From an optimization exercise on the open Yosys and OpenROAD flow, aimed at small area and few clock cycles per item; shortcuts taken in it are not production practice.
RTL that was checked went through simulation tests only; none was proved equivalent to the original.
No functional check of the RTL was part of run 3.

<file path="flow/design.v">
`timescale 1ns/1ps
package delta_pkg;
    localparam int NUM_COEFFS  = 13;      
    localparam int WINDOW_LEN  = 5;       
    localparam int HIST_FRAMES = 4;       
    localparam int RING_LEN    = HIST_FRAMES * NUM_COEFFS;
    localparam int TENTH_RECIP = 6554;    
    localparam int TENTH_SHIFT = 16;
    localparam int COEFF_W = 16;
    typedef logic signed [15:0] coeff_t;    
    typedef logic signed [18:0] num_t;      
    typedef logic signed [34:0] prod_t;     
    typedef logic signed [17:0] delta_t;    
endpackage
`timescale 1ns/1ps
module delta_datapath (
    input  logic signed [18:0] num,
    output logic signed [15:0] delta    
);
    logic signed [20:0] num3;
    logic signed [31:0] prod;
    assign num3  = 21'(num) + (21'(num) <<< 1);
    assign prod  = (32'(num3) <<< 2) + (32'(num3) <<< 6) + (32'(num3) <<< 10) + 32'(num);
    assign delta = prod[15 +: 16];
endmodule
module delta_num (
    input  logic [15:0] c0,
    input  logic [15:0] c1,
    input  logic [15:0] c3n,
    input  logic [15:0] c4n,
    output logic [18:0] num
);
    localparam int LO = 8;    
    logic [18:0] x, y, z, w, s1, k1, s2, k2;
    logic [LO:0] cy;
    assign x = {2'b0, c0, 1'b1};        
    assign y = {3'b0, c1};
    assign z = {3'b0, c3n};
    assign w = {2'b0, c4n, 1'b1};       
    assign s1 = x ^ y ^ z;
    assign k1 = {((x & y) | (x & z) | (y & z)), 1'b0};
    assign s2 = s1 ^ k1 ^ w;
    assign k2 = {((s1 & k1) | (s1 & w) | (k1 & w)), 1'b0};
    assign cy[0] = 1'b1;
    for (genvar i = 0; i < LO; i++) begin : g_lo
        assign num[i]  = s2[i] ^ k2[i] ^ cy[i];
        assign cy[i+1] = (s2[i] & k2[i]) | (s2[i] & cy[i]) | (k2[i] & cy[i]);
    end
    assign num[18:LO] = s2[18:LO] + k2[18:LO] + (19'd327680 >> LO) + (19-LO)'(cy[LO]);
endmodule
`timescale 1ns/1ps
module delta_top (
    input  logic   clk,
    input  logic   rst,
    input  logic   in_valid,
    input  delta_pkg::coeff_t in_coeff,
    output logic   in_ready,
    output logic   out_valid,
    output delta_pkg::delta_t out_delta,
    input  logic   out_ready
);
    localparam int NC = delta_pkg::NUM_COEFFS;
    localparam int RL = delta_pkg::RING_LEN;
    localparam int CW = delta_pkg::COEFF_W;
    logic [RL*CW-1:0] ring;          
    logic [5:0]       phase;         
    logic [3:0]       coeff_idx;     
    logic [1:0]       frame_cnt;     
    logic             stall;
    logic             take;
    logic signed [15:0] c_f1, c_f3, c_f4;
    logic signed [18:0] num_d;
    logic signed [18:0] num_q;
    logic               num_valid;
    logic signed [15:0] delta_d;
    logic signed [15:0] delta_q;
    assign stall    = out_valid && !out_ready;
    assign in_ready = (phase == 6'd0) && !stall;
    assign take     = in_valid && in_ready;
    assign c_f1  = ring[12*CW +: CW];
    assign c_f3  = ring[38*CW +: CW];
    assign c_f4  = ring[51*CW +: CW];
    delta_num delta_num_inst (
        .c0  ({~in_coeff[15], in_coeff[14:0]}),
        .c1  ({~c_f1[15], c_f1[14:0]}),
        .c3n ({c_f3[15], ~c_f3[14:0]}),
        .c4n ({c_f4[15], ~c_f4[14:0]}),
        .num (num_d)
    );
    delta_datapath delta_datapath_inst (
        .num   (num_q),
        .delta (delta_d)
    );
    always_ff @(posedge clk) begin
        ring[CW +: (RL-1)*CW] <= ring[0 +: (RL-1)*CW];
        ring[0 +: CW]         <= take ? in_coeff : ring[(RL-1)*CW +: CW];
        if (take && frame_cnt == 2'd0) begin
            ring[1*NC*CW +: CW] <= in_coeff;
            ring[2*NC*CW +: CW] <= in_coeff;
        end
    end
    always_ff @(posedge clk) begin
        if (rst) begin
            phase     <= '0;
            coeff_idx <= '0;
            frame_cnt <= '0;
            num_valid <= 1'b0;
            out_valid <= 1'b0;
        end else begin
            if (!take) begin
                phase <= (phase == 6'(RL-1)) ? 6'd0 : phase + 6'd1;
            end
            if (take) begin
                if (coeff_idx == 4'(NC-1)) begin
                    coeff_idx <= '0;
                    if (frame_cnt != 2'd2) frame_cnt <= frame_cnt + 2'd1;
                end else begin
                    coeff_idx <= coeff_idx + 4'd1;
                end
            end
            if (!stall) begin
                num_valid <= take && (frame_cnt == 2'd2);
                out_valid <= num_valid;
            end
        end
    end
    always_ff @(posedge clk) begin
        if (take)   num_q   <= num_d;
        if (!stall) delta_q <= delta_d;
    end
    assign out_delta = {{2{delta_q[15]}}, delta_q};
endmodule
</file>
<file path="flow/flow/run.sh">
#!/bin/bash
# The standard layout (the standard.sh, standard synthesis unchanged) with
# two make variables changed:
#  - port buffers use buf_1 instead of the cell buffer_ports picks by itself
#  - the clock tree is built without dummy loads
set -euo pipefail
bash standard.sh \
  BUFFER_PORTS_ARGS="-buffer_cell sky130_fd_sc_hd__buf_1" \
  CTS_ARGS="-sink_clustering_enable -repair_clock_nets -sink_clustering_size 20 -sink_clustering_max_diameter 55 -buf_list sky130_fd_sc_hd__clkbuf_8 -dont_use_dummy_load" \
  finish > standard.log 2>&1
</file>
<file path="flow/standard.sh">
#!/bin/bash
# synth_recipe.tcl (not shown) runs the flow's synth.tcl, then flattens the netlist and writes it again
# the make line also repeats each setting of config.mk as NAME=value (left out here)
make -C /OpenROAD-flow-scripts/flow DESIGN_CONFIG=/design/flow/config.mk WORK_HOME=/design/flow/orfs CLKGATE_MAP_FILE= SYNTH_SCRIPT=/design/flow/synth_recipe.tcl "${@:-finish}"
</file>
<file path="flow/config.mk">
export PLATFORM = sky130hd
export DESIGN_NAME = delta_top
export DESIGN_NICKNAME = delta_top
export VERILOG_FILES = /design/flow/design.v
export SDC_FILE = /design/flow/constraint.sdc
export NUM_CORES = 4
export LEC_CHECK = 0
export CAP_MARGIN = 20
export CORE_MARGIN = 2
export CORE_UTILIZATION = 65
export CTS_BUF_LIST = sky130_fd_sc_hd__clkbuf_8
export CTS_CLUSTER_DIAMETER = 50
export CTS_CLUSTER_SIZE = 16
export PLACE_DENSITY = 0.75
export SLEW_MARGIN = 20
</file>
<file path="flow/constraint.sdc">
create_clock -name core_clock -period 7.0 [get_ports {clk}]
set_input_delay 1.4000 -clock core_clock [delete_from_list [all_inputs] [get_ports {clk}]]
set_output_delay 1.4000 -clock core_clock [all_outputs]
set_load 0.01 [all_outputs]
</file>
==> results.txt, run 1 <==
Worst Hold Launch ring[376]$_DFF_P_; critical path arrival 7020 ps; yosys warns 1; reg2reg start num_q[0]$_DFFE_PP_; fin crit share 95.3%; number of cell rows 68; CTS tree built; Synth area leaders dfxtp_1 73%, fa_1 6.6%, edfxtp_1 4.6%; Die ar. 0.0370 mm²; Crit Path Max Fanout 2; syn nets 1711; vias in the first global route 9957; router iterations before antenna repair 4; Post-Route WL 30200 µm; Root Driver clkbuf_8; Pins Over Slew Limit 0; core area 0.0347 mm²; clock tree buffer depth 3; Max-cap violations 0; depth of the worst register-to-register path 21; Mapped Cells 1534; H-tree Lvls 2; Fin. Hold Viols 0; Hold Crit Depth 0; num ports 40; Die W 192 µm; Final WS setup 328 ps; RSZ-0062 raised after global routing false; RePlAce Congestion 0.822; final worst path period need 6670 ps; starting DRC count in detailed routing 359; Setup crit end kind register; clock transition at the registers of the reported paths 110 ps; Post-Syn Area 0.0231 mm²; Worst EP required 7350 ps; main combinational cell family by area after synthesis adder cells; main flop type after synthesis dfxtp_1; Skew-Pair Late Insertion Delay 670 ps; Worst Max-Slew Pin Slew 1110 ps; placed insts 2023; Post-synth EDFFs 35; hpwl dp 20500 µm; # nets final 1799; post-synthesis sequential area ratio 78.0%; Yosys cell types 50; Setup TNS 0 ps; post-synthesis xor/xnor area fraction 1.75%; WS Path Type in2reg; Mean Syn Cell Area 15.0 µm²; area grow syn2layout 6.28%; initial antenna violation count 0; wire length of the first global-routing pass 49300 µm; Synth top area share 73.5%; share of post-route cells with drive strength above 1 4.07%; adder-cell share of the synthesized area 11.0%; Hold/Removal Path Class reg2reg; filler-free cell count of the finished design 2075; FF+latch count, synth 881; # diodes 0; Synth Area in Compound Gates 3.65%; DRC viols 0; CTS buffer count 52; Total GRT Usage 17.3%; FFs w/ async S/R, synth 0%; Die H 192 µm; DR vias/cell 4.72; final setup vio count 0; post-synthesis mux area share 0.0434%; CP Launch Type input pin; Vias 9801; drt wl/cell 14.6 µm; PortBufs 39; total grt overflow 0; CTS Sinks 881; pre-CTS setup slack -388 ps; status timing/DRC/antenna clean; Final Skew 131 ps; Routed Antenna Nets 0; Hold EP ring[392]$_DFF_P_; r2r setup slk 650 ps; Max Clk Rate 0.150 GHz; worst reg2reg endpoint delta_q[14]$_DFFE_PN_; simple-gate area share of the yosys netlist 3.20%; largest net degree at the start of global routing 52; Starting Density 66.4%; leading area contributor after synthesis dfxtp_1; FILL cells 2288; slew margin rel. 25.8%
kinds of logic after synthesis:
family	after synthesis
DFF	881
adders and majority gates	157
AOI/OAI and AO/OA	135
and+or+nand+nor	172
buffers and inverters	142
xor gates and xnor gates	46
muxes	1
state kept, by name, indices dropped and copies added (netlist names):
signal     cells
frame_cnt      2
ring         832
out_valid      1
num_valid      1
delta_q       16
phase          6
num_q         19
coeff_idx      4
synth_stat cells (all sizes together), types with 2 or more instances:
cell type    n
o21ai       52
fa          76
o2bb2ai      2
nand2b       6
nand2       91
dfxtp      846
nor2        39
a211o        3
edfxtp      35
o21a         3
xnor2       26
nor2b        2
xor2        20
a21boi       5
a21o        14
ha          81
o41a         2
buf          3
clkbuf      13
o21bai       4
inv        125
and3         2
a21oi       33
nand3       13
and2         3
o211ai       2
a211oi       4
nor3         5
nand4        6
worst max path at each step:
stage                start                  end  slack (ps)
2_1_floorplan  in_coeff[0]  num_q[17]$_DFFE_PP_         230
4_1_cts        in_coeff[0]  num_q[17]$_DFFE_PP_         280
5_1_grt        in_coeff[0]  num_q[17]$_DFFE_PP_          60
3_3_place_gp   in_coeff[0]  num_q[17]$_DFFE_PP_        -290
6_report       in_coeff[0]  num_q[17]$_DFFE_PP_         330
3_5_place_dp   in_coeff[0]  num_q[17]$_DFFE_PP_        -390
critical path, stage by stage:
cell and delay, ps:
clkbuf_2 140, inv_1 90, fa_1 510, fa_1 570, inv_1 60, fa_1 430, fa_1 400, fa_1 390
fa_1 450, fa_1 410, fa_1 370, inv_1 90, fa_1 200, inv_1 50, ha_1 190, inv_1 70
fa_1 180, nor2b_1 50, o21ai_0 180, a21boi_0 140, o21ai_0 160, nand2b_1 90, a21o_1 170, a21oi_1 160
xnor2_1 90
cells in the final DEF (no fill, tap or decap), types with 6 or more instances in the layout:
master / Yosys / final
fa_1: 76 / 76
nand2_1: 91 / 91
xor2_1: 20 / 20
o21ai_0: 51 / 51
nand4_1: 6 / 6
buf_1: 1 / 38
nor2_1: 39 / 39
xnor2_1: 26 / 26
dfxtp_1: 846 / 846
edfxtp_1: 35 / 35
buf_4: 2 / 11
inv_1: 125 / 125
a21oi_1: 32 / 32
nand3_1: 13 / 13
clkbuf_8: 0 / 52
nand2b_1: 6 / 6
a21o_1: 14 / 14
ha_1: 81 / 81
cell type report:
cell class | count | area (µm²) | area share [%]
flip-flops and latches | 881 | 18000 | 73.4
clock buffers | 52 | 716 | 2.92
repair buffers | 50 | 230 | 0.940
well taps | 455 | 569 | 2.32
inverters | 126 | 473 | 1.93
multi-input cells | 511 | 4530 | 18.5
repair_timing:
item / 4_1_cts / 5_1_grt
endpoints found under the setup margin: 0 / 1
setup buffers: 0 / 0
hold buffers: 0 / 0
resized for setup: 0 / 1
per-stage QoR:
| step | util, % | instance area [µm²] | hold slack [ps] |
|---|---|---|---|
| final | 70.6 | 24500 | 243 |
| after global routing | 70.6 | 24500 | 228 |
| after CTS | 70.6 | 24500 | 240 |
| after detailed placement | 68.5 | 23800 | 312 |
| after global placement | 68.5 | 23800 | 309 |
| after floorplan | - | 23100 | 310 |
metal layers:
layer  part of all wire, %  track usage, %  up-vias  wire length [µm]
met1                    50            24.6     4643             15100
met2                    44            27.0      118             13300
met5                     0               0        -                 0
met3                   3.8            3.87       61              1150
met4                   2.2            5.23        0               654
li1                      -               -     4979                 -
Testbench counts, summed over its fixed seeds: cycles 5,008, deltas 4,784.
==> run 2, diff against run 1 <==
--- a/flow/flow/run.sh
+++ b/flow/flow/run.sh
@@ -6,5 +6,5 @@
 set -euo pipefail
 bash standard.sh \
   BUFFER_PORTS_ARGS="-buffer_cell sky130_fd_sc_hd__buf_1" \
-  CTS_ARGS="-sink_clustering_enable -repair_clock_nets -sink_clustering_size 20 -sink_clustering_max_diameter 55 -buf_list sky130_fd_sc_hd__clkbuf_8 -dont_use_dummy_load" \
+  CTS_ARGS="-sink_clustering_enable -repair_clock_nets -sink_clustering_size 16 -sink_clustering_max_diameter 50 -buf_list sky130_fd_sc_hd__clkbuf_8 -dont_use_dummy_load" \
   finish > standard.log 2>&1
==> run 2 against run 1 <==
Critical path depth unchanged; critical endpoint unchanged; register-to-register slack improved by 50 ps; global-route usage up 0.38 points; still clean on timing, DRC and antenna; synthesized cell count unchanged; sequential share of layout area is 0.69 points lower; via count increased by 1.8%; maximum frequency is 0.64% higher; non-clock buffer count is 1 higher; clock-buffer cell count rose by 15; sequential cell count is the same.
==> results.txt, run 2 <==
status timing/DRC/antenna clean; num ports 40 (unchanged); RSZ-0062 raised after global routing false; DRC viols 0 (unchanged); post-synthesis sequential area ratio 78.0% (unchanged); total grt overflow 0 (unchanged); drt wl/cell 14.7 µm (+0.97%); Worst Max-Slew Pin Slew 815 ps (-296 ps); filler-free cell count of the finished design 2091 (+0.77%); clock transition at the registers of the reported paths 100 ps (about the same); final setup vio count 0 (unchanged); Synth area leaders dfxtp_1 73%, fa_1 6.6%, edfxtp_1 4.6%; H-tree Lvls 3 (+1); Vias 9975 (+1.8%); starting DRC count in detailed routing 373 (+3.9%); Starting Density 66.4% (unchanged); commonest non-fill, non-tap cell in the layout dfxtp_1; vias in the first global route 10200 (+2.4%); most frequent cell after synthesis dfxtp_1; FF+latch count, synth 881 (unchanged); # diodes 0 (unchanged); FFs w/ async S/R, synth 0% (unchanged); main flop type after synthesis dfxtp_1; Routed Antenna Nets 0 (unchanged); Setup TNS 0 ps (unchanged); Post-synth EDFFs 35 (unchanged); CP startpoint in_coeff[0]; critical path arrival 7000 ps (-20 ps); router iterations before antenna repair 4 (unchanged); clock tree buffer depth 3 (unchanged); leading area contributor after synthesis dfxtp_1; CTS Sinks 881 (unchanged); Max-cap violations 0 (unchanged); fin crit share 94.7% (-0.60 points); PortBufs 39 (unchanged); initial antenna violation count 0 (unchanged); Post-Syn Area 0.0231 mm² (unchanged); Crit Path Max Fanout 2 (unchanged); r2r setup slk 700 ps (+50 ps); Pins Over Slew Limit 0 (unchanged); Die W 192 µm (unchanged); Die ar. 0.0370 mm² (unchanged); reg2reg start num_q[0]$_DFFE_PP_; Hold/Removal Path Class reg2reg; DR vias/cell 4.77 (+1.0%); share of post-route cells with drive strength above 1 5.01% (+0.94 points); Final Skew 71.4 ps (-60.1 ps); largest net degree at the start of global routing 52 (unchanged); CP Launch Type input pin; Worst EP required 7370 ps (+20 ps); number of cell rows 68 (unchanged); wire length of the first global-routing pass 50000 µm (+1.5%); RePlAce Congestion 0.822 (unchanged); yosys warns 1 (unchanged); final worst path period need 6630 ps (-42.2 ps); WS Path Type in2reg; Total GRT Usage 17.7% (+0.38 points); CTS buffer count 67 (+29%); max reg flops 832 (unchanged); Post-Route WL 30800 µm (+1.8%); slew margin rel. 45.7% (+20 points); Fin. Hold Viols 0 (unchanged); hpwl dp 20500 µm (unchanged); area grow syn2layout 7.29%; Worst Hold Launch ring[602]$_DFF_P_; Synth top area share 73.5% (unchanged); placed insts 2023 (unchanged); commonest cells after routing, fill and taps aside 846 x dfxtp_1, 125 x inv_1, 91 x nand2_1; Yosys cell types 50 (unchanged); hold buffers post-CTS 0 (unchanged); Skew-Pair Late Insertion Delay 640 ps (-30 ps); biggest regs ring (832), num_q (19), delta_q (16); area of the multi-input gates 0.00453 mm² (unchanged); Mapped Cells 1534 (unchanged); Reg area 0.0180 mm² (unchanged); Die H 192 µm (unchanged); Reg with most FFs ring; Setup crit end kind register; Max Clk Rate 0.151 GHz (+0.64%); Root Driver clkbuf_8; Synth top cells by count 846 x dfxtp_1, 125 x inv_1, 91 x nand2_1, 81 x ha_1, 76 x fa_1; Mean Syn Cell Area 15.0 µm² (unchanged); core area 0.0347 mm² (unchanged); FILL cells 2258 (-1.3%); syn nets 1711 (unchanged); CTS tree built; # nets final 1815 (+0.89%)
## run 2: metal layers
| layer | up-vias | GRT usage [%] | share of wire (%) |
|---|---|---|---|
| li1 | 5016 | - | - |
| met1 | 4758 | 24.6 | 49 |
| met4 | 0 | 6.11 | 2.7 |
| met5 | - | 0 | 0 |
| met3 | 62 | 4.07 | 3.7 |
| met2 | 139 | 27.7 | 45 |
## run 2: final timing paths
kind | endpoint | cells past startpoint
max | num_q[17]$_DFFE_PP_ | 25
min | ring[618]$_DFF_P_ | 0
max reg2reg | delta_q[14]$_DFFE_PN_ | 21
min reg2reg | ring[618]$_DFF_P_ | 0
## run 2: cell families after synthesis
kind of cell    Yosys count  share of synthesized area, %
fa+ha+maj               157                          11.0
mux                       1                        0.0434
compound gates          135                          3.65
flops                   881                          78.0
xor+xnor                 46                          1.75
buf+inv                 142                          2.34
simple gates            172                          3.20
## run 2: what timing repair did
item	4_1_cts	5_1_grt
gates resized for setup	0	1
buffers inserted	0	0
endpoints found under the hold margin	0	0
endpoints found under the setup margin	0	1
## run 2: area by class of cell
type / instances / area share [%]
Clock buffer: 67 / 3.73
Tap cell: 455 / 2.30
Sequential cell: 881 / 72.7
Multi-Input combinational cell: 511 / 18.3
Inverter: 126 / 1.91
Timing Repair Buffer: 51 / 1.04
## run 2: critical path: stages
cell      delay, ps
clkbuf_2        140
inv_1            90
fa_1            510
fa_1            570
inv_1            60
fa_1            430
fa_1            400
fa_1            390
fa_1            440
fa_1            400
fa_1            370
inv_1            90
fa_1            190
inv_1            50
ha_1            190
inv_1            70
fa_1            180
nor2b_1          50
o21ai_0         180
a21boi_0        140
o21ai_0         160
nand2b_1         90
a21o_1          180
a21oi_1         160
xnor2_1          90
## run 2: metrics by stage
stage          utilization [%]  hold slack, ps  cell area (µm²)  setup WS, ps
2_1_floorplan                -             310            23100           233
3_3_place_gp              68.5             309            23800          -294
3_5_place_dp              68.5             312            23800          -388
4_1_cts                   71.2             292            24700           306
5_1_grt                   71.3             305            24700          94.7
6_report                  71.3             291            24700           370
==> run 3, diff against run 2 <==
==> flow/design.v (replaced) <==
`timescale 1ns/1ps
package delta_pkg;
    localparam int NUM_COEFFS  = 13;      
    localparam int WINDOW_LEN  = 5;       
    localparam int HIST_FRAMES = 4;       
    localparam int RING_LEN    = HIST_FRAMES * NUM_COEFFS;
    localparam int TENTH_RECIP = 6554;    
    localparam int TENTH_SHIFT = 16;
    localparam int COEFF_W = 16;
    typedef logic signed [15:0] coeff_t;    
    typedef logic signed [18:0] num_t;      
    typedef logic signed [34:0] prod_t;     
    typedef logic signed [17:0] delta_t;    
endpackage
`timescale 1ns/1ps
module delta_datapath (
    input  logic signed [15:0] p0,      
    input  logic signed [15:0] p1,      
    input  logic signed [15:0] p3,      
    input  logic signed [15:0] p4,      
    output logic signed [15:0] delta    
);
    logic signed [18:0] num;
    logic signed [34:0] prod;
    assign num   = (19'(p1) - 19'(p3)) + ((19'(p0) - 19'(p4)) <<< 1);
    assign prod  = 35'(num) * 35'sd6554;
    assign delta = prod[16 +: 16];
endmodule
`timescale 1ns/1ps
module delta_top (
    input  logic   clk,
    input  logic   rst,
    input  logic   in_valid,
    input  delta_pkg::coeff_t in_coeff,
    output logic   in_ready,
    output logic   out_valid,
    output delta_pkg::delta_t out_delta,
    input  logic   out_ready
);
    localparam int NC = delta_pkg::NUM_COEFFS;
    localparam int RL = delta_pkg::RING_LEN;
    localparam int CW = delta_pkg::COEFF_W;
    logic [RL*CW-1:0] ring;          
    logic [5:0]       phase;         
    logic [3:0]       coeff_idx;     
    logic [1:0]       frame_cnt;     
    logic             take;
    logic signed [15:0] delta_d;
    logic signed [15:0] delta_q;
    assign in_ready = (phase == 6'd0) && (!out_valid || out_ready);
    assign take     = in_valid && in_ready;
    delta_datapath delta_datapath_inst (
        .p0    (in_coeff),
        .p1    (ring[12*CW +: CW]),
        .p3    (ring[38*CW +: CW]),
        .p4    (ring[51*CW +: CW]),
        .delta (delta_d)
    );
    always_ff @(posedge clk) begin
        ring[CW +: (RL-1)*CW] <= ring[0 +: (RL-1)*CW];
        ring[0 +: CW]         <= take ? in_coeff : ring[(RL-1)*CW +: CW];
        if (take && frame_cnt == 2'd0) begin
            ring[1*NC*CW +: CW] <= in_coeff;
            ring[2*NC*CW +: CW] <= in_coeff;
        end
    end
    always_ff @(posedge clk) begin
        if (rst) begin
            phase     <= '0;
            coeff_idx <= '0;
            frame_cnt <= '0;
            out_valid <= 1'b0;
        end else begin
            if (!take) begin
                phase <= (phase == 6'(RL-1)) ? 6'd0 : phase + 6'd1;
            end
            if (take) begin
                if (coeff_idx == 4'(NC-1)) begin
                    coeff_idx <= '0;
                    if (frame_cnt != 2'd2) frame_cnt <= frame_cnt + 2'd1;
                end else begin
                    coeff_idx <= coeff_idx + 4'd1;
                end
                out_valid <= (frame_cnt == 2'd2);
            end else if (out_ready) begin
                out_valid <= 1'b0;
            end
        end
    end
    always_ff @(posedge clk) begin
        if (take) delta_q <= delta_d;
    end
    assign out_delta = {{2{delta_q[15]}}, delta_q};
endmodule
==> flow/run.sh (new file) <==
#!/bin/bash
# synth_recipe.tcl (not shown) runs the flow's synth.tcl, then flattens the netlist and writes it again
# the make line also repeats each setting of config.mk as NAME=value (left out here)
make -C /OpenROAD-flow-scripts/flow DESIGN_CONFIG=/design/flow/config.mk WORK_HOME=/design/flow/orfs CLKGATE_MAP_FILE= SYNTH_SCRIPT=/design/flow/synth_recipe.tcl finish
==> flow/config.mk (replaced) <==
export PLATFORM = sky130hd
export DESIGN_NAME = delta_top
export DESIGN_NICKNAME = delta_top
export VERILOG_FILES = /design/flow/design.v
export SDC_FILE = /design/flow/constraint.sdc
export NUM_CORES = 4
export LEC_CHECK = 0
export CAP_MARGIN = 20
export CORE_MARGIN = 2
export CORE_UTILIZATION = 40
export SLEW_MARGIN = 20
removed: flow/flow/run.sh
removed: flow/standard.sh
==> run 3 against run 2 <==
The layout now fails its checks (negative setup slack); hold slack better by 9.3 ps; critical endpoint is now delta_q[14]$_DFFE_PP_; maximum frequency is 24% lower; global-route usage is 4.8 points lower; synthesized cell count is 13% higher; via count is 23% higher; cell area is 25% higher; first-iteration DRC count is 35% higher; sequential share of layout area is 16 points lower.
==> results.txt, run 3 <==
status complete, but fails checks; Fail Reasons negative setup slack; Final Hold Slack 300 ps (+9.29 ps); CTS buffer count 79 (+18%); max reg flops 832 (unchanged); starting DRC count in detailed routing 503 (+35%); DR vias/cell 4.17 (-13%); drt wl/cell 13.4 µm (-9.1%); area grow syn2layout 27.8%; filler-free cell count of the finished design 2949 (+41%); CP Launch Type input pin; Root Driver clkbuf_16; biggest regs ring (832), delta_q (16), phase (6); Reg area 0.0174 mm² (-3.3%); CTS Sinks 861 (-2.3%); Hold/Removal Path Class reg2reg; # nets final 2338 (+29%); FFs w/ async S/R, synth 0% (unchanged); critical path arrival 9090 ps (+2090 ps); Die W 250 µm (+30%); DRC viols 0 (unchanged); Worst EP required 7350 ps (-20 ps); RePlAce Congestion 0.833 (+1.4%); clock tree buffer depth 3 (unchanged); FILL cells 5011 (+120%); num ports 40 (unchanged); vias in the first global route 12700 (+25%); initial antenna violation count 1 (+1); WS Path Type in2reg; hpwl dp 27500 µm (+34%); Worst Max-Slew Pin Slew 808 ps (-6.95 ps); Final Skew 30.2 ps (-41.2 ps); Mean Syn Cell Area 13.9 µm² (-7.3%); Yosys cell types 67 (+34%); Vias 12300 (+23%); placed insts 2789 (+38%); slew margin rel. 45.9% (+0.27 points); yosys warns 1 (unchanged); Core Util, Final 51.5% (-20 points); RSZ-0062 raised after global routing true; Routed Antenna Nets 0 (unchanged); Synth top area share 70.0% (-3.5 points); wire length of the first global-routing pass 63700 µm (+27%); total grt overflow 0 (unchanged); Die ar. 0.0624 mm² (+69%); Final WS setup -1740 ps (-2110 ps); share of post-route cells with drive strength above 1 23.4% (+18 points); most frequent cell after synthesis dfxtp_1; Reg with most FFs ring; CP max stage delay 540 ps (-30 ps); Total GRT Usage 12.9% (-4.8 points); Synth area leaders dfxtp_1 70%, fa_1 7.6%, ha_1 6.2%; Starting Density 40.3% (-26 points); r2r setup slk -1260 ps (-1960 ps); hold buffers post-CTS 0 (unchanged); Crit-path slowest cell fa_1; area of the multi-input gates 0.00661 mm² (+46%); Die H 250 µm (+30%); Skew-Pair Late Insertion Delay 610 ps (-30 ps); main flop type after synthesis dfxtp_1; Post-Route WL 39400 µm (+28%); Mapped Cells 1735 (+13%); clock transition at the registers of the reported paths 60 ps (-40 ps); Crit Path Max Fanout 3 (+1); Synth top cells by count 845 x dfxtp_1, 190 x inv_1, 127 x nand2_1, 119 x ha_1, 92 x fa_1; FF+latch count, synth 861 (-2.3%); leading area contributor after synthesis dfxtp_1; Max Clk Rate 0.114 GHz (-24%); number of cell rows 90 (+32%); PortBufs 39 (unchanged); Post-synth EDFFs 16 (-54%); fin crit share 125% (+30 points); largest net degree at the start of global routing 52 (unchanged); core area 0.0600 mm² (+73%); final setup vio count 16 (+16); CTS tree built; CP dominant cell by count ha_4; Max-cap violations 0 (unchanged); router iterations before antenna repair 4 (unchanged); Fin. Hold Viols 0 (unchanged); final worst path period need 8740 ps (+2110 ps); syn nets 1966 (+15%); commonest non-fill, non-tap cell in the layout dfxtp_1; # diodes 0 (unchanged); Post-Syn Area 0.0242 mm² (+4.8%); Setup crit end kind register; H-tree Lvls 3 (unchanged); post-synthesis sequential area ratio 72.0% (-6.0 points); commonest cells after routing, fill and taps aside 845 x dfxtp_1, 260 x buf_4, 177 x inv_1; Pins Over Slew Limit 0 (unchanged)
[run 3: cell count changes in the layout (fill, tap and decap cells not counted), sizes merged, moves of 8 or more]
| cell | before | now |
|---|---|---|
| a21oi | 33 | 43 |
| buf | 50 | 266 |
| bufinv | 0 | 8 |
| clkbuf | 68 | 110 |
| clkdlybuf4s50 | 0 | 34 |
| clkinv | 1 | 18 |
| edfxtp | 35 | 16 |
| fa | 76 | 92 |
| ha | 81 | 119 |
| inv | 125 | 196 |
| nand2 | 91 | 127 |
| nor3 | 5 | 18 |
| o21ai | 52 | 43 |
| xnor2 | 26 | 37 |
[run 3: area by class of cell]
| class | count | area share [%] |
|---|---|---|
| timing repair buffer | 304 | 7.77 |
| multi-input combinational | 669 | 21.4 |
| sequential | 861 | 56.3 |
| clock inverter | 33 | 1.45 |
| tap | 782 | 3.17 |
| inverter | 192 | 2.40 |
| clock buffer | 108 | 7.48 |
[run 3: logic make-up after synthesis]
| logic type | count (synthesis) | share of synthesized area [%] |
|---|---|---|
| adder cells (fa/ha/maj) | 211 | 13.8 |
| buffers and inverters | 205 | 3.28 |
| XOR/XNOR | 56 | 2.03 |
| multiplexers | 6 | 0.259 |
| flip-flops | 861 | 72.0 |
| AND/OR/NAND/NOR | 250 | 4.75 |
| AO/OA/AOI/OAI | 146 | 3.89 |
[run 3: path summary, 6_finish.rpt]
check,from,endpoint,cells after the start
worst min register to register,ring[310]$_DFF_P_,ring[326]$_DFF_P_,0
worst min-delay path,ring[310]$_DFF_P_,ring[326]$_DFF_P_,0
worst max-delay path,in_coeff[0],delta_q[14]$_DFFE_PP_,44
worst max register to register,ring[816]$_DFF_P_,delta_q[14]$_DFFE_PP_,42
[run 3: routing by layer]
metal	GRT usage, %	part of all wire, %
met1	17.1	48
met2	20.6	45
met3	2.78	3.2
met4	5.23	3.0
met5	0	0
[run 3: worst max-delay path, delay by kind of cell]
| kind | cells | cell delay (ps) |
|---|---|---|
| AOI/OAI and AO/OA | 12 | 1940 |
| xor gates and xnor gates | 3 | 340 |
| adders and majority gates | 10 | 3540 |
| buffers and inverters | 11 | 940 |
| and+or+nand+nor | 8 | 930 |
[run 3: timing repair]
item	in CTS	in global routing
resized for setup	45	43
endpoints found under the hold margin	0	0
endpoints found under the setup margin	16	16
buffers inserted	15	6
pin swaps	34	43
[run 3: per-stage QoR]
stage / cell area (µm²) / TNS (ps) / setup slack, ps
2_1_floorplan: 24400 / -22190 / -1880
3_3_place_gp: 27600 / -39110 / -2790
3_5_place_dp: 27600 / -40230 / -2870
4_1_cts: 30700 / -22940 / -1780
5_1_grt: 30900 / -27920 / -2120
6_report: 30900 / -22070 / -1740

## separate check: timing with driven ports
How much do the figures lean on ideal ports? The routed layouts below were timed once more, with nothing changed but the port constraints.
Step 1: set_driving_cell puts a clkbuf_16 on clk and a buf_2 on each other input, an assumption about the parent block.
Step 2 moves the port delays by t, midway between the first and last clock arrival at a register: inputs arrive t later, outputs are due t later. That takes back most of the time a late clock gives input paths.
Three values: no drivers, after step 1, after step 2; two values: the first two.
run	t, ns	setup WS [ns]	latest minus earliest clock arrival (ns)	worst slew at a driven data input, ns	pins driven straight from the clock port
run 1	0.652	0.328 / 0.351 / -0.301	0.133 / 0.134	0.07	1
run 2	0.643	0.370 / 0.395 / -0.249	0.097 / 0.097	0.07	1
run 3	0.656	-1.742 / -1.745 / -2.401	0.032 / 0.032	0.06	1
With both steps, setup timing fails in run 1 and run 2, where it was met with ideal ports. For run 3, which loses most, drivers alone change the setup slack by -0.003 ns; drivers and shift together by -0.659 ns.
